What follows belongs to an exercise in optimizing a design on an open flow for small area; a production flow would make more cautious choices. Only simulation tests tie the RTL to the original design; equivalence was not proved. Power figures rest on the tool's default switching activity, not on a simulated workload.

--- flow/run.sh ---
#!/bin/bash
# synth_recipe.tcl (not shown) runs the flow's synth.tcl, then flattens the netlist and writes it again
# the make line also repeats each setting of config.mk as NAME=value (left out here)
make -C /OpenROAD-flow-scripts/flow DESIGN_CONFIG=/design/flow/config.mk WORK_HOME=/design/flow/orfs CLKGATE_MAP_FILE= SYNTH_SCRIPT=/design/flow/synth_recipe.tcl finish
--- flow/config.mk ---
export PLATFORM = sky130hd
export DESIGN_NAME = board_shell
export DESIGN_NICKNAME = board_shell
export VERILOG_FILES = /design/flow/design.v
export SDC_FILE = /design/flow/constraint.sdc
export NUM_CORES = 4
export LEC_CHECK = 0
export CAP_MARGIN = 20
export CORE_MARGIN = 2
export CORE_UTILIZATION = 40
export SLEW_MARGIN = 20
--- flow/constraint.sdc ---
create_clock -name core_clock -period 10.0 [get_ports {clk}]
set_input_delay 2.0000 -clock core_clock [delete_from_list [all_inputs] [get_ports {clk}]]
set_output_delay 2.0000 -clock core_clock [all_outputs]
set_load 0.01 [all_outputs]
--- flow/design.v ---
`timescale 1ns/1ps
package shell_pkg;
    localparam int WORD_W  = 32;
    localparam int DIGIT_W = 4;
    localparam int DIGITS  = 8;
    localparam int SEG_W   = 7;
    localparam int VIEW_W  = 5;
    localparam int BTN_W   = 3;
    localparam int CNT_W = 32;
    localparam int unsigned DEBOUNCE_DEFAULT = 2_500;
    localparam int unsigned SCAN_DEFAULT     = 25;
    localparam int unsigned SLOW_DEFAULT     = 12_500;
    localparam int unsigned FAST_DEFAULT     = 50;
    localparam logic [WORD_W-1:0] FALLBACK_WORD = 32'hABBA_BABA;
    localparam logic [16*SEG_W-1:0] seg_table = {
        7'b0001110, 7'b0000110, 7'b0100001, 7'b1000110,
        7'b0000011, 7'b0001000, 7'b0011000, 7'b0000000,
        7'b1111000, 7'b0000010, 7'b0010010, 7'b0011001,
        7'b0110000, 7'b0100100, 7'b1111001, 7'b1000000
    };
    typedef struct packed {
        logic [WORD_W-1:0] pc_wb;
        logic [WORD_W-1:0] array_view;
        logic [WORD_W-1:0] ra;
        logic [WORD_W-1:0] s8;
        logic [WORD_W-1:0] sp;
    } cpu_status_t;
    typedef union packed {
        logic [WORD_W-1:0]              value;
        logic [DIGITS-1:0][DIGIT_W-1:0] digits;
    } display_word_t;
    typedef struct packed {
        logic stall;
        logic step;
        logic turbo;
    } buttons_t;
endpackage
`timescale 1ns/1ps
module input_conditioner #(
    parameter int unsigned DEBOUNCE_CYCLES = shell_pkg::DEBOUNCE_DEFAULT
) (
    input  logic              clk,
    input  logic              nrst,
    input  shell_pkg::buttons_t          buttons,
    input  logic [shell_pkg::VIEW_W-1:0] view,
    output logic              sys_nrst,
    output shell_pkg::buttons_t          clean_buttons,
    output logic [shell_pkg::VIEW_W-1:0] clean_view
);
    localparam int CNT_W = shell_pkg::CNT_W;
    logic                               rst_meta;
    logic [shell_pkg::VIEW_W+shell_pkg::BTN_W-1:0] raw;
    logic [shell_pkg::VIEW_W+shell_pkg::BTN_W-1:0] sync_0;
    logic [shell_pkg::VIEW_W+shell_pkg::BTN_W-1:0] sync_1;
    logic [shell_pkg::VIEW_W+shell_pkg::BTN_W-1:0] prev;
    logic [shell_pkg::VIEW_W+shell_pkg::BTN_W-1:0] clean;
    logic [shell_pkg::CNT_W-1:0]                   count [shell_pkg::VIEW_W+shell_pkg::BTN_W];
    always_ff @(posedge clk, negedge nrst) begin
        if (!nrst) begin
            rst_meta <= 1'b0;
            sys_nrst <= 1'b0;
        end else begin
            rst_meta <= 1'b1;
            sys_nrst <= rst_meta;
        end
    end
    assign raw = {view, buttons};
    always_ff @(posedge clk, negedge sys_nrst) begin
        if (!sys_nrst) begin
            sync_0 <= '0;
            sync_1 <= '0;
            prev   <= '0;
        end else begin
            sync_0 <= raw;
            sync_1 <= sync_0;
            prev   <= sync_1;
        end
    end
    always_ff @(posedge clk, negedge sys_nrst) begin
        if (!sys_nrst) begin
            for (int i = 0; i < $bits(raw); i++) begin
                count[i] <= '0;
            end
            clean <= '0;
        end else begin
            for (int i = 0; i < $bits(raw); i++) begin
                if (sync_1[i] != prev[i]) begin
                    count[i] <= '0;
                end else if (count[i] != CNT_W'(DEBOUNCE_CYCLES)) begin
                    count[i] <= count[i] + CNT_W'(1);
                end else begin
                    clean[i] <= sync_1[i];
                end
            end
        end
    end
    assign {clean_view, clean_buttons} = clean;
endmodule
`timescale 1ns/1ps
module run_control #(
    parameter int unsigned SLOW_CYCLES = shell_pkg::SLOW_DEFAULT,
    parameter int unsigned FAST_CYCLES = shell_pkg::FAST_DEFAULT
) (
    input  logic     clk,
    input  logic     nrst,
    input  shell_pkg::buttons_t clean_buttons,
    input  logic     step_ready,
    output logic     step_valid
);
    localparam int CNT_W = shell_pkg::CNT_W;
    logic [shell_pkg::CNT_W-1:0] rate_count;
    logic [shell_pkg::CNT_W-1:0] rate_last;
    logic             turbo_prev;
    logic             turbo_changed;
    logic             step_prev;
    logic             tick;
    logic             step_edge;
    logic             request;
    logic             handshake;
    assign rate_last = clean_buttons.turbo ? CNT_W'(FAST_CYCLES - 1)
                                           : CNT_W'(SLOW_CYCLES - 1);
    assign turbo_changed = clean_buttons.turbo != turbo_prev;
    assign tick          = !turbo_changed && (rate_count == rate_last);
    assign step_edge     = clean_buttons.step && !step_prev;
    assign request   = clean_buttons.stall ? step_edge : tick;
    assign handshake = step_valid && step_ready;
    always_ff @(posedge clk, negedge nrst) begin
        if (!nrst) begin
            rate_count <= '0;
            turbo_prev <= 1'b0;
            step_prev  <= 1'b0;
        end else begin
            turbo_prev <= clean_buttons.turbo;
            step_prev  <= clean_buttons.step;
            if (turbo_changed || rate_count == rate_last) begin
                rate_count <= '0;
            end else begin
                rate_count <= rate_count + CNT_W'(1);
            end
        end
    end
    always_ff @(posedge clk, negedge nrst) begin
        if (!nrst) begin
            step_valid <= 1'b0;
        end else if (handshake) begin
            step_valid <= 1'b0;
        end else if (request) begin
            step_valid <= 1'b1;
        end
    end
endmodule
`timescale 1ns/1ps
module view_select (
    input  logic              clk,
    input  logic              nrst,
    input  logic [shell_pkg::VIEW_W-1:0] clean_view,
    input  shell_pkg::cpu_status_t       status,
    output shell_pkg::display_word_t     shown
);
    logic [shell_pkg::VIEW_W-1:0] view_cfg;
    always_ff @(posedge clk, negedge nrst) begin
        if (!nrst) begin
            view_cfg <= '0;
        end else begin
            view_cfg <= clean_view;
        end
    end
    always_comb begin
        case (view_cfg)
            5'b10000: begin
                shown.value = status.pc_wb;
            end
            5'b01000: begin
                shown.value = status.array_view;
            end
            5'b00100: begin
                shown.value = status.ra;
            end
            5'b00010: begin
                shown.value = status.s8;
            end
            5'b00001: begin
                shown.value = status.sp;
            end
            default: begin
                shown.value = shell_pkg::FALLBACK_WORD;
            end
        endcase
    end
endmodule
`timescale 1ns/1ps
module display_scan #(
    parameter int unsigned SCAN_CYCLES = shell_pkg::SCAN_DEFAULT
) (
    input  logic              clk,
    input  logic              nrst,
    input  shell_pkg::display_word_t     shown,
    output logic [shell_pkg::DIGITS-1:0] an,
    output logic [shell_pkg::SEG_W-1:0]  seg
);
    localparam int CNT_W = shell_pkg::CNT_W;
    localparam int DIGITS = shell_pkg::DIGITS;
    logic [shell_pkg::CNT_W-1:0]          scan_count;
    logic [$clog2(shell_pkg::DIGITS)-1:0] digit_idx;
    always_ff @(posedge clk, negedge nrst) begin
        if (!nrst) begin
            scan_count <= '0;
            digit_idx  <= '0;
        end else if (scan_count == CNT_W'(SCAN_CYCLES - 1)) begin
            scan_count <= '0;
            digit_idx  <= digit_idx + 1'b1;
        end else begin
            scan_count <= scan_count + CNT_W'(1);
        end
    end
    assign an = ~(DIGITS'(1) << digit_idx);
    assign seg = shell_pkg::seg_table[shown.digits[digit_idx]*shell_pkg::SEG_W +: shell_pkg::SEG_W];
endmodule
`timescale 1ns/1ps
module board_shell #(
    parameter int unsigned DEBOUNCE_CYCLES = shell_pkg::DEBOUNCE_DEFAULT,
    parameter int unsigned SCAN_CYCLES     = shell_pkg::SCAN_DEFAULT,
    parameter int unsigned SLOW_CYCLES     = shell_pkg::SLOW_DEFAULT,
    parameter int unsigned FAST_CYCLES     = shell_pkg::FAST_DEFAULT
) (
    input  logic              clk,
    input  logic              nrst,
    input  shell_pkg::buttons_t          buttons,
    input  logic [shell_pkg::VIEW_W-1:0] view,
    input  shell_pkg::cpu_status_t       status,
    input  logic              step_ready,
    output logic [shell_pkg::DIGITS-1:0] an,
    output logic [shell_pkg::SEG_W-1:0]  seg,
    output logic              step_valid,
    output logic              core_nrst
);
    shell_pkg::buttons_t          clean_buttons;
    logic [shell_pkg::VIEW_W-1:0] clean_view;
    shell_pkg::display_word_t     shown;
    input_conditioner #(
        .DEBOUNCE_CYCLES(DEBOUNCE_CYCLES)
    ) i_input_conditioner (
        .clk          (clk),
        .nrst         (nrst),
        .buttons      (buttons),
        .view         (view),
        .sys_nrst     (core_nrst),
        .clean_buttons(clean_buttons),
        .clean_view   (clean_view)
    );
    run_control #(
        .SLOW_CYCLES(SLOW_CYCLES),
        .FAST_CYCLES(FAST_CYCLES)
    ) i_run_control (
        .clk          (clk),
        .nrst         (core_nrst),
        .clean_buttons(clean_buttons),
        .step_ready   (step_ready),
        .step_valid   (step_valid)
    );
    view_select i_view_select (
        .clk       (clk),
        .nrst      (core_nrst),
        .clean_view(clean_view),
        .status    (status),
        .shown     (shown)
    );
    display_scan #(
        .SCAN_CYCLES(SCAN_CYCLES)
    ) i_display_scan (
        .clk  (clk),
        .nrst (core_nrst),
        .shown(shown),
        .an   (an),
        .seg  (seg)
    );
endmodule
==> metrics.yaml <==
die:
  die_area_um2: 49700
  rows: 80
  initial_utilization_pct: 40.3
  die_w_um: 223
  num_io_pins: 188
  chipHeight_um: 223
  core_um2: 47500
finish:
  n_fill_cell: 4477
  synthToLayoutAreaGrowth_pct: 20.4
  layout_commonest_cell: "dfrtp_1"
  register_area_um2: 9140
  final_cell_mix: "dfrtp_1 (364), nor2_1 (334), clkdlybuf4s50_1 (187), xor2_1 (171), nand2_1 (156)"
  drive_above_1_share_pct: 5.59
  fin_nets: 2427
  multiInputGateArea_um2: 9570
critical_path:
  path_cells: "clkdlybuf4s50_1, nand3b_1, a21oi_1, a2111oi_0, a211oi_1, nor4_2, nor3_1, nand4b_1, clkdlybuf4s50_1"
  worst_ep_required_time_ns: 8.00
  path_buf_inv: 2
  worstPathMaxFanout: 12
  path_class: "in2out"
  endpoint_kind: "output port"
  crit_family: "simple AND/OR/NAND/NOR gates"
  arrival_ns: 5.41
  cpMostUsedCell: "clkdlybuf4s50_1"
  critical-path-max-stage-delay_ns: 0.89
  cp-start-kind: "input pin"
  critPathSlowestCell: "nor4_2"
yosys:
  synth_ff_type: "dfrtp_1"
  ys_types: 70
  synth.avg_cell_area_um2: 9.37
  yosys_register_bits: 365
  syn_area_um2: 19200
  postSynth.asyncResetShare_pct: 100
  syn_nets: 2247
  syn_inst: 2045
  ys_seq_area_share_pct: 47.7
  yosys_warnings: 5
  synth_edf_count: 0
worst_hold_path:
  hold_class: "reg2reg"
timing:
  setup_tns_ns: 0
  post-route-min-period_ns: 7.41
  max_freq_mhz: 135
  finalSetupViolCount: 0
  max_slew_margin_pct: 34.1
  period_share_pct: 74.1
  rsz0062_at_grt: "no"
  fin_worst_skew_ns: 0.0199
  drv_slew: 0
  worst_pin_slew_ns: 0.981
  layout_setup_ws_ns: 2.59
  hold_viol: 0
detailed_routing:
  detail-route-antenna-nets: 0
  vias: 15342
  wl_per_cell_um: 16.6
  dr.pass1.iters: 6
  wl_um: 47600
  drc: 0
  viasPerCell: 5.34
  drt_iter0_markers: 1024
pwr:
  sw_frac_of_total_pct: 22.5
  p_leak_nw: 9.59
  power.internal_w: 0.00251
  power_density_nw_per_um2: 140
  p_seq_share_pct: 47.2
  pwr-share-clk_pct: 46.7
  ir_drop_mv: 0.134
  p_switching_w: 0.000727
  comb_power_share_pct: 6.2
  total_power_w: 0.00324
cts:
  root_buffer: "clkbuf_16"
  cts_buffers: 40
  clk_path_buf_depth: 3
  numClockSinks: 365
  clk_pin_slew_ns: 0.06
  cts_htree_levels: 2
  worstSkewPairLatency_ns: 0.54
  post-cts-setup-buffer-count: 0
  cts_tree: "built"
  cts.hold.buffers_added: 0
  post_cts_resized: 0
status:
  status: "complete, no violations"
global_route:
  antenna_found_initial: 1
  grt_pass1_vias: 15421
  grt_max_degree: 175
  globalRouteOverflowTotal: 0
  track_usage_pct: 19.2
  grt_pass1_wl_um: 79100
place:
  routabilityCongestion: 0.946
  port_buffers: 187
  dp_slack_ns: 2.63
  dp_hpwl_um: 33200
flow_run:
  cap_violations: 0
## stage by stage
stage	hold slack, ns	std cells	cell area (um^2)	util [%]
CTS	0.349	2870	23100	48.5
global route	0.350	2871	23100	48.5
finish	0.349	2871	23100	48.5
detailed placement	0.336	2798	21700	45.7
floorplan	0.331	2045	19200	-
global placement	0.333	2798	21700	45.7
## worst paths after layout
path | startpoint | end | slack (ns) | depth (start not counted)
max in group asynchronous | i_input_conditioner.sys_nrst$_DFF_PN0_ | i_display_scan.scan_count[4]$_DFF_PN0_ | 7.43 | 2
setup / recovery | status[27] | seg[0] | 2.59 | 9
setup reg to reg | i_input_conditioner.count[2][5]$_DFFE_PN0N_ | i_input_conditioner.count[2][31]$_DFFE_PN0N_ | 7.42 | 8
hold / removal | i_input_conditioner.sync_0[5]$_DFF_PN0_ | i_input_conditioner.sync_1[5]$_DFF_PN0_ | 0.35 | 0
hold reg to reg | i_input_conditioner.sync_0[5]$_DFF_PN0_ | i_input_conditioner.sync_1[5]$_DFF_PN0_ | 0.35 | 0
min in group asynchronous | i_input_conditioner.sys_nrst$_DFF_PN0_ | i_input_conditioner.count[7][17]$_DFFE_PN0N_ | 0.37 | 0
## state kept, by name, indices dropped and copies added, names as in the netlist
| name | flops |
|---|---|
| i_input_conditioner.sync_0 | 8 |
| i_input_conditioner.rst_meta | 1 |
| i_input_conditioner.clean | 8 |
| i_run_control.rate_count | 32 |
| i_input_conditioner.prev | 8 |
| i_display_scan.scan_count | 32 |
| i_display_scan.digit_idx | 3 |
| i_run_control.step_prev | 1 |
| i_input_conditioner.sys_nrst | 1 |
| i_input_conditioner.count | 256 |
| i_input_conditioner.sync_1 | 8 |
| i_run_control.step_valid | 1 |
| i_view_select.view_cfg | 5 |
| i_run_control.turbo_prev | 1 |
## logic make-up (layout without fill, tap and decap cells)
| group | Yosys count | count (layout) | synth area share [%] |
|---|---|---|---|
| other | 1 | 2 | 0.0196 |
| buffers and inverters | 123 | 333 | 2.70 |
| multiplexers | 8 | 8 | 0.431 |
| adder cells (fa/ha/maj) | 31 | 31 | 2.02 |
| XOR/XNOR | 272 | 272 | 12.4 |
| AO/OA/AOI/OAI | 229 | 229 | 7.64 |
| AND/OR/NAND/NOR | 1016 | 1016 | 27.1 |
| flip-flops | 365 | 365 | 47.7 |
## layout make-up
cell class,count,share of cell area (%)
Tap cell,615,3.33
Antenna cell,1,0.0108
Clock buffer,57,5.05
Inverter,54,0.878
Sequential cell,365,39.6
Multi-Input combinational cell,1557,41.5
Timing Repair Buffer,207,8.82
Clock inverter,15,0.824
## synthesized netlist by cell type, types with 9 or more instances
cell	count	area (um^2)
ha_1	31	388
and2_1	13	81.3
inv_1	54	203
nand4_1	63	394
o22ai_1	9	56.3
nor4_1	50	313
dfrtp_1	365	9130
nand3b_1	44	330
xnor2_1	93	815
nand3_1	137	686
o21ai_0	57	285
nand2_1	156	586
a21oi_1	78	390
nor2_1	334	1250
clkbuf_1	45	169
nor3_1	32	160
and3_1	49	307
or3_1	46	288
xor2_1	179	1570
a211oi_1	10	75.1
nor2b_1	15	93.8
buf_2	20	100
nor4b_1	18	158
and4_1	9	78.8
a22oi_1	24	180
## worst register-to-register path: cells and delay by family (launching register included)
kind	cells	cell delay [ns]
xor+xnor	1	0.16
flops	1	0.43
simple gates	7	1.87
## metal layers
metal	global-route usage, %	wire length [um]	share of wire, %
met3	3.94	2480	5.2
met2	32.6	22100	47
met5	0	0	0
met4	8.25	2030	4.3
met1	23.6	20900	44
## power groups by stage
stage	logic [W]	registers (W)	clock network (W)
2_1_floorplan	0.0000777	0.00156	0
3_3_place_gp	0.000200	0.00155	0
3_5_place_dp	0.000203	0.00155	0
4_1_cts	0.000205	0.00153	0.00156
5_1_grt	0.000223	0.00153	0.00162
6_report	0.000200	0.00153	0.00151

## what the ideal ports hide
The results above use ideal ports. As a check the final layout listed here was re-extracted and re-timed, cells and wires unchanged.
Step 1: set_driving_cell puts a clkbuf_16 on clk and a buf_2 on each other input, an assumption about the parent block.
Step 2 times the ports against the registers' clock, not the clock port: input delays grow and output delays shrink by t, the midpoint of the rising clock arrivals with the driver on.
Three values: ideal ports, drivers, drivers and shift; two values: the first two.
t, ns: 0.587
setup slack, ns: 2.593 / 2.567 / 2.567
worst hold slack (ns): 0.349 / 0.349 / 0.349
worst setup path at the end: input to output
slew at the worst register clock pin (ns): 0.06 / 0.06
After both steps setup and hold are still met in this run. The setup slack of this run moves by -0.026 ns with the drivers and by -0.026 ns with both steps.
